Source: an optimization exercise on an open RTL-to-GDS flow (aim: small area, a short achievable clock period and few clock cycles per item). Production flows keep margins and buffers that such runs may drop. Function was checked by simulation only, so behaviour that the tests miss may differ from the original.

## flow/config.mk

```make
export PLATFORM = sky130hd
export DESIGN_NAME = tns_link_top
export DESIGN_NICKNAME = tns_link_top
export VERILOG_FILES = /design/flow/design.v
export SDC_FILE = /design/flow/constraint.sdc
export NUM_CORES = 4
export LEC_CHECK = 0
export CAP_MARGIN = 20
export CORE_MARGIN = 2
export CORE_UTILIZATION = 40
export SLEW_MARGIN = 20
```

## flow/constraint.sdc

```tcl
create_clock -name core_clock -period 45.0 [get_ports {clock}]
set_input_delay 9.0000 -clock core_clock [delete_from_list [all_inputs] [get_ports {clock}]]
set_output_delay 9.0000 -clock core_clock [all_outputs]
set_load 0.01 [all_outputs]
```

## flow/design.v

```verilog
`timescale 1ns/1ps
package tns_pkg;
    localparam int DATA_W   = 24;
    localparam int CODE_W   = 28;
    localparam int WEIGHT_W = 25;
    localparam int GROUP_SPAN    = 3;
    localparam int GROUP_TOP_OFS = 2;
    localparam int GROUP_N       = 9;
    typedef logic [DATA_W-1:0] tns_data_t;
    typedef logic [CODE_W-1:0] tns_code_t;
    typedef struct packed {
        tns_code_t code;
        tns_data_t data;
    } tns_pair_t;
    localparam logic [CODE_W*WEIGHT_W-1:0] TNS_W = {
        25'd15902591, 25'd8646064, 25'd4700770, 25'd2555757,
        25'd1389537, 25'd755476, 25'd410744, 25'd223317,
        25'd121415, 25'd66012, 25'd35890, 25'd19513,
        25'd10609, 25'd5768, 25'd3136, 25'd1705,
        25'd927, 25'd504, 25'd274, 25'd149,
        25'd81, 25'd44, 25'd24, 25'd13,
        25'd7, 25'd4, 25'd2, 25'd1
    };
    localparam logic [CODE_W*WEIGHT_W-1:0] TNS_LOW_SUM = {
        25'd18947743, 25'd10301679, 25'd5600909, 25'd3045152,
        25'd1655615, 25'd900139, 25'd489395, 25'd266078,
        25'd144663, 25'd78651, 25'd42761, 25'd23248,
        25'd12639, 25'd6871, 25'd3735, 25'd2030,
        25'd1103, 25'd599, 25'd325, 25'd176,
        25'd95, 25'd51, 25'd27, 25'd14,
        25'd7, 25'd3, 25'd1, 25'd0
    };
endpackage
`timescale 1ns/1ps
module tns_credit_fifo #(
    parameter int WIDTH = 1,
    parameter int DEPTH = 4
) (
    input  logic                         clock,
    input  logic                         rst_n,
    input  logic                         push,
    input  logic [WIDTH-1:0]             push_data,
    input  logic                         pop,
    output logic [WIDTH-1:0]             pop_data,
    output logic                         empty,
    output logic                         credit,
    output logic [$clog2(DEPTH+1)-1:0]   count
);
    localparam int PTR_W = (DEPTH > 1) ? $clog2(DEPTH) : 1;
    localparam int CNT_W = $clog2(DEPTH + 1);
    logic     [WIDTH-1:0] mem [DEPTH];
    logic     [PTR_W-1:0] wr_ptr;
    logic     [PTR_W-1:0] rd_ptr;
    logic                 full;
    logic                 wr_en;
    logic                 rd_en;
    assign empty = (count == '0);
    assign full  = (count == CNT_W'(DEPTH));
    assign rd_en = pop && !empty;
    assign wr_en = push && (!full || rd_en);
    assign pop_data = mem[rd_ptr];
    always_ff @(posedge clock) begin
        if (wr_en) begin
            mem[wr_ptr] <= push_data;
        end
    end
    always_ff @(posedge clock or negedge rst_n) begin
        if (!rst_n) begin
            wr_ptr <= '0;
            rd_ptr <= '0;
            count  <= '0;
            credit <= 1'b0;
        end else begin
            if (wr_en) begin
                wr_ptr <= (wr_ptr == PTR_W'(DEPTH - 1)) ? '0 : wr_ptr + PTR_W'(1);
            end
            if (rd_en) begin
                rd_ptr <= (rd_ptr == PTR_W'(DEPTH - 1)) ? '0 : rd_ptr + PTR_W'(1);
            end
            case ({wr_en, rd_en})
                2'b10:   count <= count + CNT_W'(1);
                2'b01:   count <= count - CNT_W'(1);
                default: count <= count;
            endcase
            credit <= rd_en;
        end
    end
endmodule
`timescale 1ns/1ps
module tns_encoder
(
    input  logic      clock,
    input  logic      rst_n,
    input  logic      in_valid,
    input  tns_pkg::tns_data_t in_data,
    output logic      out_valid,
    output tns_pkg::tns_code_t out_code
);
    logic [tns_pkg::WEIGHT_W-1:0] rem;
    tns_pkg::tns_code_t           code_c;
    logic [tns_pkg::GROUP_N-1:0]  hist;
    always_comb begin
        rem    = tns_pkg::WEIGHT_W'(in_data);
        code_c = '0;
        for (int k = tns_pkg::CODE_W - 1; k > 0; k--) begin
            if ((k % tns_pkg::GROUP_SPAN == tns_pkg::GROUP_TOP_OFS) &&
                (rem >= tns_pkg::TNS_W[k*tns_pkg::WEIGHT_W +: tns_pkg::WEIGHT_W]) &&
                (rem <= tns_pkg::TNS_LOW_SUM[k*tns_pkg::WEIGHT_W +: tns_pkg::WEIGHT_W])) begin
                code_c[k] = hist[k / tns_pkg::GROUP_SPAN];
            end else begin
                code_c[k] = (rem >= tns_pkg::TNS_W[k*tns_pkg::WEIGHT_W +: tns_pkg::WEIGHT_W]);
            end
            if (code_c[k]) begin
                rem = rem - tns_pkg::TNS_W[k*tns_pkg::WEIGHT_W +: tns_pkg::WEIGHT_W];
            end
        end
        code_c[0] = rem[0];
    end
    always_ff @(posedge clock or negedge rst_n) begin
        if (!rst_n) begin
            out_valid <= 1'b0;
            hist      <= '0;
        end else begin
            out_valid <= in_valid;
            if (in_valid) begin
                for (int g = 0; g < tns_pkg::GROUP_N; g++) begin
                    hist[g] <= code_c[g * tns_pkg::GROUP_SPAN + tns_pkg::GROUP_TOP_OFS];
                end
            end
        end
    end
    always_ff @(posedge clock) begin
        if (in_valid) begin
            out_code <= code_c;
        end
    end
endmodule
`timescale 1ns/1ps
module tns_decoder
(
    input  logic      clock,
    input  logic      rst_n,
    input  logic      in_valid,
    input  tns_pkg::tns_code_t in_code,
    output logic      out_valid,
    output tns_pkg::tns_code_t out_code,
    output tns_pkg::tns_data_t out_data
);
    tns_pkg::tns_data_t sum;
    always_comb begin
        sum = '0;
        for (int k = 0; k < tns_pkg::CODE_W; k++) begin
            if (in_code[k]) begin
                sum = sum + tns_pkg::TNS_W[k*tns_pkg::WEIGHT_W +: tns_pkg::DATA_W];
            end
        end
    end
    always_ff @(posedge clock or negedge rst_n) begin
        if (!rst_n) begin
            out_valid <= 1'b0;
        end else begin
            out_valid <= in_valid;
        end
    end
    always_ff @(posedge clock) begin
        if (in_valid) begin
            out_code <= in_code;
            out_data <= sum;
        end
    end
endmodule
`timescale 1ns/1ps
module tns_result_stage
#(
    parameter int OUT_CREDITS = 4,
    parameter int OUT_DEPTH   = 4
) (
    input  logic      clock,
    input  logic      rst_n,
    input  logic      in_valid,
    input  tns_pkg::tns_code_t in_code,
    input  tns_pkg::tns_data_t in_data,
    input  logic      issue,
    input  logic      out_credit,
    output logic      issue_ok,
    output logic      out_valid,
    output tns_pkg::tns_code_t out_code,
    output tns_pkg::tns_data_t out_data
);
    localparam int CRED_W = $clog2(OUT_CREDITS + 1);
    localparam int RSV_W  = $clog2(OUT_DEPTH + 1);
    logic [CRED_W-1:0] cred_cnt;
    logic [RSV_W-1:0]  rsv_cnt;
    tns_pkg::tns_pair_t         push_pair;
    tns_pkg::tns_pair_t         head_pair;
    logic              fifo_empty;
    logic              slot_free;
    logic              send;
    assign push_pair = {in_code, in_data};
    tns_credit_fifo #(
        .WIDTH     (tns_pkg::CODE_W + tns_pkg::DATA_W),
        .DEPTH     (OUT_DEPTH)
    ) u_out_fifo (
        .clock     (clock),
        .rst_n     (rst_n),
        .push      (in_valid),
        .push_data (push_pair),
        .pop       (send),
        .pop_data  (head_pair),
        .empty     (fifo_empty),
        .credit    (slot_free),
        .count     ()
    );
    assign send      = !fifo_empty && (cred_cnt != '0);
    assign out_valid = send;
    assign out_code  = head_pair.code;
    assign out_data  = head_pair.data;
    assign issue_ok  = (rsv_cnt < RSV_W'(OUT_DEPTH));
    always_ff @(posedge clock or negedge rst_n) begin
        if (!rst_n) begin
            cred_cnt <= CRED_W'(OUT_CREDITS);
            rsv_cnt  <= '0;
        end else begin
            case ({send, out_credit})
                2'b10:   cred_cnt <= cred_cnt - CRED_W'(1);
                2'b01:   cred_cnt <= cred_cnt + CRED_W'(1);
                default: cred_cnt <= cred_cnt;
            endcase
            case ({issue, slot_free})
                2'b10:   rsv_cnt <= rsv_cnt + RSV_W'(1);
                2'b01:   rsv_cnt <= rsv_cnt - RSV_W'(1);
                default: rsv_cnt <= rsv_cnt;
            endcase
        end
    end
endmodule
`timescale 1ns/1ps
module tns_link_top
#(
    parameter int IN_DEPTH    = 4,
    parameter int OUT_CREDITS = 4,
    parameter int OUT_DEPTH   = 4
) (
    input  logic      clock,
    input  logic      rst_n,
    input  logic      in_valid,
    input  tns_pkg::tns_data_t in_data,
    input  logic      out_credit,
    output logic      in_credit,
    output logic      out_valid,
    output tns_pkg::tns_code_t out_code,
    output tns_pkg::tns_data_t out_data
);
    logic      in_empty;
    logic      issue_ok;
    logic      enc_valid;
    tns_pkg::tns_data_t enc_data;
    logic      code_valid;
    tns_pkg::tns_code_t code;
    logic      pair_valid;
    tns_pkg::tns_code_t pair_code;
    tns_pkg::tns_data_t pair_data;
    assign enc_valid = issue_ok && !in_empty;
    tns_credit_fifo #(
        .WIDTH     (tns_pkg::DATA_W),
        .DEPTH     (IN_DEPTH)
    ) u_in_buf (
        .clock     (clock),
        .rst_n     (rst_n),
        .push      (in_valid),
        .push_data (in_data),
        .pop       (enc_valid),
        .pop_data  (enc_data),
        .empty     (in_empty),
        .credit    (in_credit),
        .count     ()
    );
    tns_encoder u_enc (
        .clock     (clock),
        .rst_n     (rst_n),
        .in_valid  (enc_valid),
        .in_data   (enc_data),
        .out_valid (code_valid),
        .out_code  (code)
    );
    tns_decoder u_dec (
        .clock     (clock),
        .rst_n     (rst_n),
        .in_valid  (code_valid),
        .in_code   (code),
        .out_valid (pair_valid),
        .out_code  (pair_code),
        .out_data  (pair_data)
    );
    tns_result_stage #(
        .OUT_CREDITS (OUT_CREDITS),
        .OUT_DEPTH   (OUT_DEPTH)
    ) u_res (
        .clock      (clock),
        .rst_n      (rst_n),
        .in_valid   (pair_valid),
        .in_code    (pair_code),
        .in_data    (pair_data),
        .issue      (enc_valid),
        .out_credit (out_credit),
        .issue_ok   (issue_ok),
        .out_valid  (out_valid),
        .out_code   (out_code),
        .out_data   (out_data)
    );
endmodule
```

## flow/run.sh

```bash
#!/bin/bash
# synth_recipe.tcl (not shown) runs the flow's synth.tcl, then flattens the netlist and writes it again
# the make line also repeats each setting of config.mk as NAME=value (left out here)
make -C /OpenROAD-flow-scripts/flow DESIGN_CONFIG=/design/flow/config.mk WORK_HOME=/design/flow/orfs CLKGATE_MAP_FILE= SYNTH_SCRIPT=/design/flow/synth_recipe.tcl finish
```

==> impl_summary.log <==
INFO  metric overflow = 0
INFO  metric cell_with_the_largest_stage_delay_on_the_worst_path = mux4_2
INFO  metric synth.yosys.seq_area_share = 0.2304
INFO  metric worst-endpoint-required = 45.36 ns
INFO  metric hold_viol = 0
INFO  metric synth_commonest_cells = nand2_1, xnor2_1, nor2_1
INFO  metric synth_largest_area_cell = edfxtp_1
INFO  metric floorplan.rows = 134
INFO  metric fmax = 0.02337 GHz
INFO  metric nNetsFinal = 6800
INFO  metric final_area = 60210 µm²
INFO  metric cts_num_sinks = 416
INFO  metric timing.reg2reg.setup_slack = 2.21 ns
INFO  metric port_buffers = 81
INFO  metric area.sequential = 12340 µm²
INFO  metric htree_levels = 2
INFO  metric post_synth.cell_area_avg = 8.357 µm²
INFO  metric hold_path_startpoint = u_res.rsv_cnt[0]
INFO  metric timing.rr.start = u_in_buf.rd_ptr[0]
INFO  metric syn_nets = 6524
INFO  metric synth_async_reset_ratio = 0.07692
INFO  metric die_area = 136800 µm²
INFO  metric layout_worst_path_cycle_share = 0.9510
INFO  metric worst_skew_pair.late_latency = 0.67 ns
INFO  metric filler_cell_count = 13217
INFO  metric detail-route-antenna-nets = 0
INFO  metric synth_top_flop_cell = edfxtp_1
INFO  metric status = complete, no violations
INFO  metric final.hold.worst_slack = 0.4752 ns
INFO  metric synth.lib_cells_used.distinct = 187
INFO  metric timing.critical_path.mode_cell = buf_4
INFO  metric die_width = 369.8 µm
INFO  metric synth.cell_area = 53530 µm²
INFO  metric route.met2.wl = 83350 µm
INFO  metric met1Wirelength = 83150 µm
INFO  metric grt_max_degree = 54
INFO  metric initial_utilization = 0.4021
INFO  metric firstDrtPassIters = 6
INFO  metric top_count_cell_post_synth = nand2_1
INFO  metric gp_congestion = 0.9757
INFO  metric dr.max_layer_used = met5
INFO  metric drt_drc_violations_left = 0
INFO  metric areaGrowthSynthToFinish = 12.49%
INFO  metric setup_violators_final = 0
INFO  metric met3RoutedLength = 11320 µm
INFO  metric cts.root.buffer_cell = clkbuf_16
INFO  metric crit_path_max_incr_delay = 0.64 ns
INFO  metric cts_clock_pin_slew_for_the_worst_setup_and_hold_paths = 0.06 ns
INFO  metric hpwl = 143100 µm
INFO  metric drv_cap = 0
INFO  metric synth_edf_count = 384
INFO  metric timing.slew.headroom = 0.2527
INFO  metric timing_worst_slew_pin_value = 1.113 ns
INFO  metric layout-drive-gt1-share = 0.1599
INFO  metric final.setup.tns = 0 ns
INFO  metric slew_viol_final = 0
INFO  metric yosysTopAreaCellShare = 0.2154
INFO  metric num_io_pins = 82
INFO  metric multi_input_area = 39280 µm²
INFO  metric utilization = 0.4523
INFO  metric finalClockSkew = 0.06228 ns
INFO  metric timing.setup.critical_path_class = reg2reg
INFO  metric path_buf_inv = 26
INFO  metric cp_data_arrival_time = 43.15 ns
INFO  metric setup.worst_path.start_class = flop
INFO  metric final_cells = 8490
INFO  metric dpl-instance-area = 57300 µm²
INFO  metric postSynthRegisterBits = 416
INFO  metric route.final.wire_length = 182800 µm
INFO  metric crit_path_end_kind = flop
INFO  metric wire_per_inst = 21.53 µm
INFO  metric syn_inst = 6405
INFO  metric cts.path.max_buffers = 3
INFO  metric drt_first_iter_violations = 5607
INFO  metric core_area = 133100 µm²
INFO  metric via_per_instance_ratio = 6.229
INFO  metric route.vias.total = 52880
INFO  metric hp-class = reg2reg
INFO  metric yosysWarningCount = 6
INFO  metric die_height = 369.8 µm
INFO  metric critical_path.max_fanout = 20
INFO  metric cell_class_contributing_the_biggest_share_of_worst_path_delay = compound AO/OA/AOI/OAI gates
INFO  metric antenna_found_initial = 2
INFO  metric finalCriticalPeriod = 42.79 ns
INFO  metric globalRouteTotalUtil = 0.2570
INFO  metric grt_pass1_wl = 285700 µm
INFO  metric cts_tree = done
INFO  metric timing.critical_path.from = u_in_buf.rd_ptr[0]
INFO  metric tritoncts_buffer_count = 49
INFO  metric top_post_synthesis_cells_by_area = edfxtp_1, xnor2_1, nand2_1
INFO  metric first_global_vias = 49486
INFO  metric post-place-cells = 8344
==> cell families (layout without fill, tap and decap cells) <==
logic type	Yosys count	in the layout	share of synthesized area
compound gates	1817	1817	0.2516
xor+xnor	774	774	0.1292
fa+ha+maj	92	92	0.02202
buf+inv	462	777	0.04988
flops	416	416	0.2304
mux	206	206	0.05767
other cells	0	1	0
simple gates	2638	2639	0.2592
==> sequential cells by signal (all words and copies together), names as in the netlist, 2 cells and up <==
register,cells
u_res.u_out_fifo.mem,208
u_in_buf.mem,96
u_dec.out_code,28
u_enc.out_code,28
u_dec.out_data,24
u_enc.hist,9
u_in_buf.count,3
u_res.cred_cnt,3
u_res.rsv_cnt,3
u_res.u_out_fifo.count,3
u_in_buf.rd_ptr,2
u_in_buf.wr_ptr,2
u_res.u_out_fifo.rd_ptr,2
u_res.u_out_fifo.wr_ptr,2
==> cells in the final DEF (no fill, tap or decap), types with 191 or more instances in the layout <==
cell      instances
xor2_1          236
xnor2_1         499
nand2_1         700
inv_1           191
a21oi_1         305
buf_4           382
o21ai_0         266
nor2_1          506
nor3_1          193
nand3_1         257
edfxtp_1        384
==> metal layers <==
layer / track usage / vias to the layer above
li1: - / 24897
met1: 0.3613 / 25580
met2: 0.4190 / 2065
met3: 0.02529 / 336
met4: 0.06965 / 2
met5: 0 / -
==> what timing repair did <==
action                     4_1_cts  5_1_grt
hold buffers                     0        0
pin swaps                        1       23
resized for setup                8      134
cloned                           0        1
buffers inserted                 3       50
setup endpoints to repair        1        5
==> final timing paths <==
kind | to | cells past startpoint
max in group asynchronous | u_res.u_out_fifo.rd_ptr[0] | 2
min in group asynchronous | u_enc.hist[1] | 2
min reg2reg | u_res.rsv_cnt[0] | 1
max | u_enc.out_code[1] | 162
max reg2reg | u_enc.out_code[1] | 162
min | u_res.rsv_cnt[0] | 1
==> final cells by class <==
cell class,count,area share
Multi-Input combinational cell,5528,0.6525
Sequential cell,416,0.2050
Timing Repair Buffer,468,0.06224
Tap cell,1768,0.03674
Clock buffer,53,0.02062
Inverter,218,0.01428
Clock inverter,38,0.008645
Antenna cell,1,0.00004156
==> per-stage QoR <==
stage               worst slack [ns]
global placement              0.2442
global route                 -0.1550
finish                         2.206
detailed placement           -0.3147
CTS                         0.001432
floorplan                      1.583
==> worst register-to-register path, delay by kind of cell (launching register included) <==
kind                     cells  cell delay [ns]
AO/OA/AOI/OAI               65            17.72
AND/OR/NAND/NOR             46            13.08
buffers and inverters       26             4.61
XOR/XNOR                    11             2.40
adder cells (fa/ha/maj)      8             2.21
multiplexers                 6             2.07
flip-flops                   1             0.46
Testbench counts, summed over its fixed seeds: cycles 6,060, words 4,800.

==> re-timing with driven ports <==
How much do the figures lean on ideal ports? The routed layout below was timed once more, with nothing changed but the port constraints.
Step 1: set_driving_cell puts a clkbuf_16 on clock and a buf_2 on each other input, an assumption about the parent block.
Step 2 times the ports against the registers' clock, not the clock port: input delays grow and output delays shrink by t, the midpoint of the rising clock arrivals with the driver on.
Three values: no drivers, after step 1, after step 2; two values: the first two.
shift t [ns]: 0.706
slack for setup (ns): 2.206 / 2.206 / 2.206
hold WS [ns]: 0.475 / 0.475 / 0.475
latest minus earliest clock arrival (ns): 0.062 / 0.062
After both steps setup and hold are still met in this run. For this run, drivers alone change the setup slack by 0.000 ns; drivers and shift together by 0.000 ns.
